What follows belongs to an exercise in optimizing a design on an open flow for small area, a short achievable clock period and few clock cycles per item; a production flow would make more cautious choices. RTL that was checked went through simulation tests only; none was proved equivalent to the original. Power figures rest on the tool's default switching activity, not on a simulated workload.

==> run C <==
// bucket_sort_core
module bucket_sort_core #(
    parameter int MAX_ITEMS   = bsort_pkg::MAX_ITEMS_DEF,
    parameter int MAX_BUCKETS = bsort_pkg::MAX_BUCKETS_DEF
) (
    input  wire                             aclk,
    input  wire                             aresetn,
    input  wire                             psel,
    input  wire                             penable,
    input  wire                             pwrite,
    input  wire [bsort_pkg::PADDR_W-1:0]    paddr,
    input  wire [31:0]                      pwdata,
    output logic [31:0]                     prdata,
    output logic                            pready,
    input  wire                             s_valid,
    output logic                            s_ready,
    input  wire [bsort_pkg::VAL_W-1:0]      s_value,
    input  wire                             s_last,
    output logic                            m_valid,
    input  wire                             m_ready,
    output logic [bsort_pkg::VAL_W-1:0]     m_sorted_value,
    output logic                            m_final_res,
    output logic                            m_overflow,
    output logic [bsort_pkg::BKT_W-1:0]     m_bucket
);
==> flow/config.mk <==
export PLATFORM = sky130hd
export DESIGN_NAME = bucket_sort_core
export DESIGN_NICKNAME = bucket_sort_core
export VERILOG_FILES = /design/flow/design.v
export SDC_FILE = /design/flow/constraint.sdc
export NUM_CORES = 4
export LEC_CHECK = 0
export CAP_MARGIN = 20
export CORE_MARGIN = 2
export CORE_UTILIZATION = 40
export CTS_CLUSTER_DIAMETER = 60
export CTS_CLUSTER_SIZE = 25
export PLACE_DENSITY = 0.5
export SETUP_SLACK_MARGIN = 3.3
export SLEW_MARGIN = 20
export SYNTH_HIERARCHICAL = 1
==> flow/constraint.sdc <==
create_clock -name core_clock -period 6.5 [get_ports {aclk}]
set_input_delay 1.3000 -clock core_clock [delete_from_list [all_inputs] [get_ports {aclk}]]
set_output_delay 1.3000 -clock core_clock [all_outputs]
set_load 0.01 [all_outputs]
run.sh (not shown) runs the stock make flow with config.mk's settings and CLKGATE_MAP_FILE= SYNTH_SCRIPT=/design/flow/synth_recipe.tcl, a recipe that flattens the netlist after the stock synthesis.
==> run E: changes against run C <==
--- a/flow/design.v
+++ b/flow/design.v
@@ -11,43 +11,24 @@
     localparam logic REG_BCNT   = 1'b0;
     localparam logic REG_BWIDTH = 1'b1;
 endpackage
 `default_nettype wire
 `default_nettype none
-module bsort_ao4 (
-    input  wire  a,
-    input  wire  b,
-    input  wire  c,
-    input  wire  d,
-    input  wire  sa,
-    input  wire  sb,
-    input  wire  sc,
-    input  wire  sd,
-    output logic y
-);
-    logic t, n;
-    bsort_aoi3 u_abc (.a(a), .b(b), .c(c), .sa(sa), .sb(sb), .sc(sc), .y(t));
-    bsort_nd2  u_d   (.a(sd), .b(d), .y(n));
-    bsort_nd2  u_y   (.a(t), .b(n), .y(y));
-endmodule
-module bsort_aoi3 (
-    input  wire  a,
-    input  wire  b,
-    input  wire  c,
-    input  wire  sa,
-    input  wire  sb,
-    input  wire  sc,
-    output logic y
-);
-    assign y = ~((sa & a) | (sb & b) | (sc & c));
-endmodule
-module bsort_nd2 (
-    input  wire  a,
-    input  wire  b,
-    output logic y
+module bsort_ao4 #(
+    parameter int W = 1
+) (
+    input  wire [W-1:0] a,
+    input  wire [W-1:0] b,
+    input  wire [W-1:0] c,
+    input  wire [W-1:0] d,
+    input  wire         sa,
+    input  wire         sb,
+    input  wire         sc,
+    input  wire         sd,
+    output logic [W-1:0] y
 );
-    assign y = ~(a & b);
+    assign y = ({W{sa}} & a) | ({W{sb}} & b) | ({W{sc}} & c) | ({W{sd}} & d);
 endmodule
 module bsort_gt #(
     parameter int W = 17
 ) (
     input  wire [W-1:0] a,
@@ -150,11 +131,11 @@
     logic [4:0]    bcnt_reg;
     logic [VW-1:0] weff_reg;
     logic          wz_reg;
     logic [VW+1:0] w3_reg;
     logic [VW-1:0] prd_reg;
-    logic [BW-1:0] nb_m1, nbm1_reg;
+    logic [BW-1:0] nb_m1;
     assign pready = 1'b1;
     assign prdata = {{(32 - VW){1'b0}}, prd_reg};
     always_comb begin
         if (bcnt_reg == 5'd0) nb_m1 = '0;
         else if (bcnt_reg > 5'(MAX_BUCKETS)) nb_m1 = BW'(MAX_BUCKETS - 1);
@@ -169,69 +150,61 @@
     logic          ovf_act;         
     logic [VW-1:0] ev [NI];
     logic [NI-1:0] tag;             
     logic          open_par;        
     logic [NI-1:0] cmp;             
-    logic [NI-1:0] occ, cls;        
+    logic [CW-1:0] n_occ, n_cls;    
+    logic [CW-1:0] n_occ_n;
+    logic [NI-1:0] occ, cls;
     logic [NI:0]   lt;              
     logic [NI-1:0] s_keep, s_left, s_right, s_new;
     logic [NI-1:0] gt_a;            
     logic [NI-1:0] cmp_src;
     logic          cmp_new;
     logic          pop, push, proc, room, close, b_adv;
-    logic          cred;             
+    logic          cls0_q, full_q;   
+    logic          cls1_q;           
     logic          head_fin;         
     logic          s_ready_q;
-    logic [NI-1:0] occ_n, cls_n;
+    logic [CW-1:0] n_cls_n;
     logic [VW-1:0] nk_a;
     logic          s1_v, s1_fin, s1_ovf;
     logic [VW-1:0] s1_val, s1_rem;
     logic [1:0]    s1_q;
-    logic          s2_v, s2_fin, s2_ovf;
-    logic [VW-1:0] s2_val;
-    logic [BW-1:0] s2_bkt;
-    logic [1:0]    qb_c;
     logic          o_v, k_v;        
     logic [VW-1:0] k_val;
     logic [BW-1:0] k_bkt;
     logic          k_fin, k_ovf;
     logic [1:0]    qa, qb;
     logic [VW-1:0] rem_a;
-    logic [BW-1:0] bkt_b;
+    logic [BW-1:0] bkt_b, q_full;
     assign m_valid = o_v;
+    assign nk_a = ~a_k;
     for (genvar i = 0; i < NI; i++) begin : g_cmp
         bsort_gt #(.W(VW)) u_gt (.a(ev[i]), .nb(nk_a), .gt(gt_a[i]));
     end
-    logic          gt_ns;
-    logic [VW-1:0] b_k_n, ns_value;
-    assign b_k_n    = b_adv ? a_k : b_k;
-    assign ns_value = ~s_value;
-    bsort_gt #(.W(VW)) u_gt_ns (.a(b_k_n), .nb(ns_value), .gt(gt_ns));
+    logic gt_ba;
+    bsort_gt #(.W(VW)) u_gt_ba (.a(b_k), .nb(nk_a), .gt(gt_ba));
+    assign cmp_new = !gt_ba;
     always_comb begin
         for (int i = 0; i < NI; i++) begin
-            lt[i] = cls[i] || (occ[i] && cmp[i]);
+            occ[i] = (n_occ > CW'(i));
+            cls[i] = (n_cls > CW'(i));
+            lt[i]  = cls[i] || (occ[i] && cmp[i]);
         end
         lt[NI] = 1'b0;
-        pop   = cls[0] && cred;
-        room  = !occ[NI-1] || pop;
+        pop   = cls0_q && !(s1_v && o_v && k_v);
+        room  = !full_q || pop;
         proc  = b_v && (b_drop || room);
         push  = proc && !b_drop;
         close = proc && b_last;
         b_adv = a_v && (!b_v || proc);
-        for (int i = 0; i < NI; i++) begin
-            logic o_l, o_r, c_r;
-            o_l = (i == 0) ? 1'b1 : occ[(i > 0) ? i - 1 : 0];
-            o_r = (i == NI - 1) ? 1'b0 : occ[(i < NI - 1) ? i + 1 : i];
-            c_r = (i == NI - 1) ? 1'b0 : cls[(i < NI - 1) ? i + 1 : i];
-            if (push && !pop) occ_n[i] = o_l;
-            else if (pop && !push) occ_n[i] = o_r;
-            else occ_n[i] = occ[i];
-            if (close) cls_n[i] = occ_n[i];
-            else if (pop) cls_n[i] = c_r;
-            else cls_n[i] = cls[i];
-        end
-        head_fin = !cls[1] || (tag[0] != tag[1]);
+        n_occ_n = n_occ + CW'(push) - CW'(pop);
+        if (close) n_cls_n = n_occ_n;
+        else if (pop) n_cls_n = n_cls - CW'(1);
+        else n_cls_n = n_cls;
+        head_fin = !cls1_q || (tag[0] != tag[1]);
         for (int i = 0; i < NI; i++) begin
             logic l_prev, l_next;
             l_prev = (i == 0) ? 1'b1 : lt[i-1];
             l_next = lt[i+1];
             s_right[i] = pop && (!push || l_next);
@@ -253,11 +226,11 @@
         assign src_k = {cmp_src[i], tag[i], ev[i]};
         assign src_l = (i > 0) ? {cmp_src[IL], tag[IL], ev[IL]} : '0;
         assign src_r = (i < NI - 1) ? {cmp_src[IR], tag[IR], ev[IR]} : '0;
         assign src_n = {cmp_new, open_par, b_k};
         for (genvar b = 0; b < VW + 2; b++) begin : g_bit
-            bsort_ao4 u_mux (
+            bsort_ao4 #(.W(1)) u_mux (
                 .a (src_k[b]), .b (src_l[b]), .c (src_r[b]), .d (src_n[b]),
                 .sa(s_keep[i]), .sb(s_left[i]), .sc(s_right[i]), .sd(s_new[i]),
                 .y (nx[b])
             );
         end
@@ -272,36 +245,38 @@
         tag <= tag_n;
         cmp <= cmp_n;
     end
     always_ff @(posedge aclk) begin
         if (!aresetn) begin
-            occ      <= '0;
-            cls      <= '0;
+            n_occ  <= '0;
+            n_cls  <= '0;
+            cls0_q <= 1'b0;
+            cls1_q <= 1'b0;
             open_par <= 1'b0;
+            full_q <= 1'b0;
         end else begin
-            occ <= occ_n;
-            cls <= cls_n;
+            n_occ  <= n_occ_n;
+            n_cls  <= n_cls_n;
+            cls0_q <= (n_cls_n != '0);
+            cls1_q <= (n_cls_n > CW'(1));
             if (close) open_par <= !open_par;
+            full_q <= (n_occ_n == CW'(NI));
         end
     end
     bsort_qdig_a #(.VW(VW)) u_div_a (
         .v (ev[0]), .w (weff_reg), .w3 (w3_reg), .q (qa), .rem (rem_a)
     );
     bsort_qdig_b #(.VW(VW)) u_div_b (
         .r (s1_rem), .w (weff_reg), .w3 (w3_reg), .q (qb)
     );
-    assign qb_c  = (qb > nbm1_reg[1:0]) ? nbm1_reg[1:0] : qb;
-    assign bkt_b = (s1_q > nbm1_reg[3:2]) ? nbm1_reg :
-                   {s1_q, (s1_q == nbm1_reg[3:2]) ? qb_c : qb};
+    assign q_full = {s1_q, qb};
+    assign bkt_b  = (q_full > nb_m1) ? nb_m1 : q_full;
     always_ff @(posedge aclk) begin
         prd_reg <= paddr[2] ? (wz_reg ? '0 : weff_reg) : VW'(bcnt_reg);
         w3_reg  <= (VW+2)'(weff_reg) + ((VW+2)'(weff_reg) << 1);
-        nbm1_reg <= nb_m1;
         if (s_valid && s_ready) begin
-            a_k     <= s_value;
-            nk_a    <= ns_value;
-            cmp_new <= !gt_ns;
+            a_k    <= s_value;
             a_last <= s_last;
             a_drop <= (acc_cnt == CW'(NI));
         end
         if (b_adv) begin
             b_k    <= a_k;
@@ -341,80 +316,67 @@
             end else if (proc && b_drop) begin
                 ovf_open <= 1'b1;
             end
         end
     end
-    logic a_v_n, b_v_n, b_drop_n, s1_v_n, s2_v_n, o_v_n, k_v_n, cred_n;
+    logic a_v_n, b_v_n, b_drop_n, s1_v_n, o_v_n, k_v_n;
     always_comb begin
         a_v_n    = (s_valid && s_ready) ? 1'b1 : (b_adv ? 1'b0 : a_v);
         b_v_n    = b_adv ? 1'b1 : (proc ? 1'b0 : b_v);
         b_drop_n = b_adv ? a_drop : b_drop;
     end
     always_ff @(posedge aclk) begin
         if (!aresetn) begin
             s_ready_q <= 1'b1;
         end else begin
-            s_ready_q <= !a_v_n || !b_v_n || b_drop_n || !occ_n[NI-1] ||
-                         (cls_n[0] && cred_n);
+            s_ready_q <= !a_v_n || !b_v_n || b_drop_n || (n_occ_n != CW'(NI)) ||
+                         ((n_cls_n != '0) && !(s1_v_n && o_v_n && k_v_n));
         end
     end
-    logic leave, qroom, s2_adv, s1_adv;
-    assign leave  = !o_v || m_ready;
-    assign qroom  = !(o_v && k_v) || m_ready;
-    assign s2_adv = s2_v && qroom;
-    assign s1_adv = s1_v && (!s2_v || s2_adv);
+    logic leave, qroom, incoming;
+    assign leave    = !o_v || m_ready;
+    assign qroom    = !(o_v && k_v) || m_ready;
+    assign incoming = s1_v && qroom;
     always_comb begin
-        s1_v_n = pop || (s1_v && !s1_adv);
-        s2_v_n = s1_adv || (s2_v && !s2_adv);
-        o_v_n  = leave ? (k_v || s2_adv) : o_v;
-        k_v_n  = leave ? (k_v && s2_adv) : (k_v || s2_adv);
-        cred_n = !(s1_v_n && s2_v_n && o_v_n && k_v_n);
+        s1_v_n = pop || (s1_v && !qroom);
+        o_v_n  = leave ? (k_v || incoming) : o_v;
+        k_v_n  = leave ? (k_v && incoming) : (k_v || incoming);
     end
     always_ff @(posedge aclk) begin
         if (pop) begin
             s1_val <= ev[0];
             s1_rem <= rem_a;
             s1_q   <= qa;
             s1_fin <= head_fin;
             s1_ovf <= ovf_act;
         end
-        if (s1_adv) begin
-            s2_val <= s1_val;
-            s2_bkt <= bkt_b;
-            s2_fin <= s1_fin;
-            s2_ovf <= s1_ovf;
-        end
         if (leave) begin
             if (k_v) begin
                 m_sorted_value <= k_val;
                 m_bucket       <= k_bkt;
                 m_final_res    <= k_fin;
                 m_overflow     <= k_ovf;
             end else begin
-                m_sorted_value <= s2_val;
-                m_bucket       <= s2_bkt;
-                m_final_res    <= s2_fin;
-                m_overflow     <= s2_ovf;
+                m_sorted_value <= s1_val;
+                m_bucket       <= bkt_b;
+                m_final_res    <= s1_fin;
+                m_overflow     <= s1_ovf;
             end
         end
-        if (s2_adv && (leave == k_v)) begin
-            k_val <= s2_val;
-            k_bkt <= s2_bkt;
-            k_fin <= s2_fin;
-            k_ovf <= s2_ovf;
+        if (incoming && (leave == k_v)) begin
+            k_val <= s1_val;
+            k_bkt <= bkt_b;
+            k_fin <= s1_fin;
+            k_ovf <= s1_ovf;
         end
         if (!aresetn) begin
             s1_v <= 1'b0;
-            s2_v <= 1'b0;
             o_v  <= 1'b0;
             k_v  <= 1'b0;
-            cred <= 1'b1;
         end else begin
             s1_v <= s1_v_n;
-            s2_v <= s2_v_n;
             o_v  <= o_v_n;
             k_v  <= k_v_n;
-            cred <= cred_n;
         end
     end
 endmodule
 `default_nettype wire
CTS_CLUSTER_DIAMETER = not set   (was 60)
CTS_CLUSTER_SIZE = not set   (was 25)
SETUP_SLACK_MARGIN = not set   (was 3.3)
==> comparison <==
In run C the clock skew is higher than in run E, by 0.014 ns. Between run C and run E, the lower non-clock buffer count is in run E (gap 56). Between run C and run E, the lower worst setup slack is in run E (gap 1.7 ns). Of run C and run E, run C has the higher sequential cell count (gap 158). In run E the synthesized area is lower than in run C, by about 3%. In run C the cell area is higher than in run E, by 4.3%. Of run C and run E, run E has the higher combinational power (gap 79%, measured against run E).
==> figures <==
Vias in the first global route: run C 83700; run E 85000
Most common cell in the synthesized netlist: run C sky130_fd_sc_hd__nand2_1; run E sky130_fd_sc_hd__a22oi_1
Tcrit/Tclk final: run C 51.9%; run E 77.5%
Crit path setup slack, layout: run C 3.13 ns; run E 1.46 ns
Sequential share of the synthesized area: run C 40.4%; run E 37.5%
Worst EP arrival: run C 3.97 ns; run E 5.72 ns
Worst-case register-to-register setup slack: run C 3.13 ns; run E 1.46 ns
Combinational gate power: run C 3.64 mW; run E 17.0 mW
Clock group power: run C 10.6 mW; run E 10.2 mW
Number of antenna violations at the first check in global routing: run C 7; run E 5
Average via count per standard cell: run C 6.83; run E 6.83
Result of the run: run C timing/DRC/antenna clean; run E timing/DRC/antenna clean
Worst ir drop on vdd: run C 0.323 mV; run E 0.328 mV
Number of distinct library cell variants in the gate-level netlist after synthesis: run C 91; run E 96
Internal power contribution: run C 17.6 mW; run E 25.6 mW
Maximum achievable frequency: run C 297 MHz; run E 199 MHz
Testbench counts of run C, summed over its fixed seeds: cycles 5,829, items 5,277.
For run E, only the layout was checked, not whether the RTL still works.

-- afterwards: timing with drivers on the ports --
Ports are ideal in the flow. The routed layouts listed here were re-timed in OpenROAD.
Step 1: set_driving_cell puts a clkbuf_16 on aclk and a buf_2 on each other input, an assumption about the parent block.
Step 2 moves the port delays by t, midway between the first and last clock arrival at a register: inputs arrive t later, outputs are due t later. That takes back most of the time a late clock gives input paths.
Slacks: no drivers / after step 1 / after step 2; pairs: no drivers / after step 1.
| run | t (ns) | setup slack, ns | cell pins on the clock port's net |
|---|---|---|---|
| run C | 0.921 | 3.128 / 3.128 / 2.713 | 1 |
| run E | 0.928 | 1.465 / 1.465 / 1.465 | 1 |
After both steps every run listed still meets setup and hold. The setup slack of run C, which loses most, moves by 0.000 ns with the drivers and by -0.415 ns with both steps.
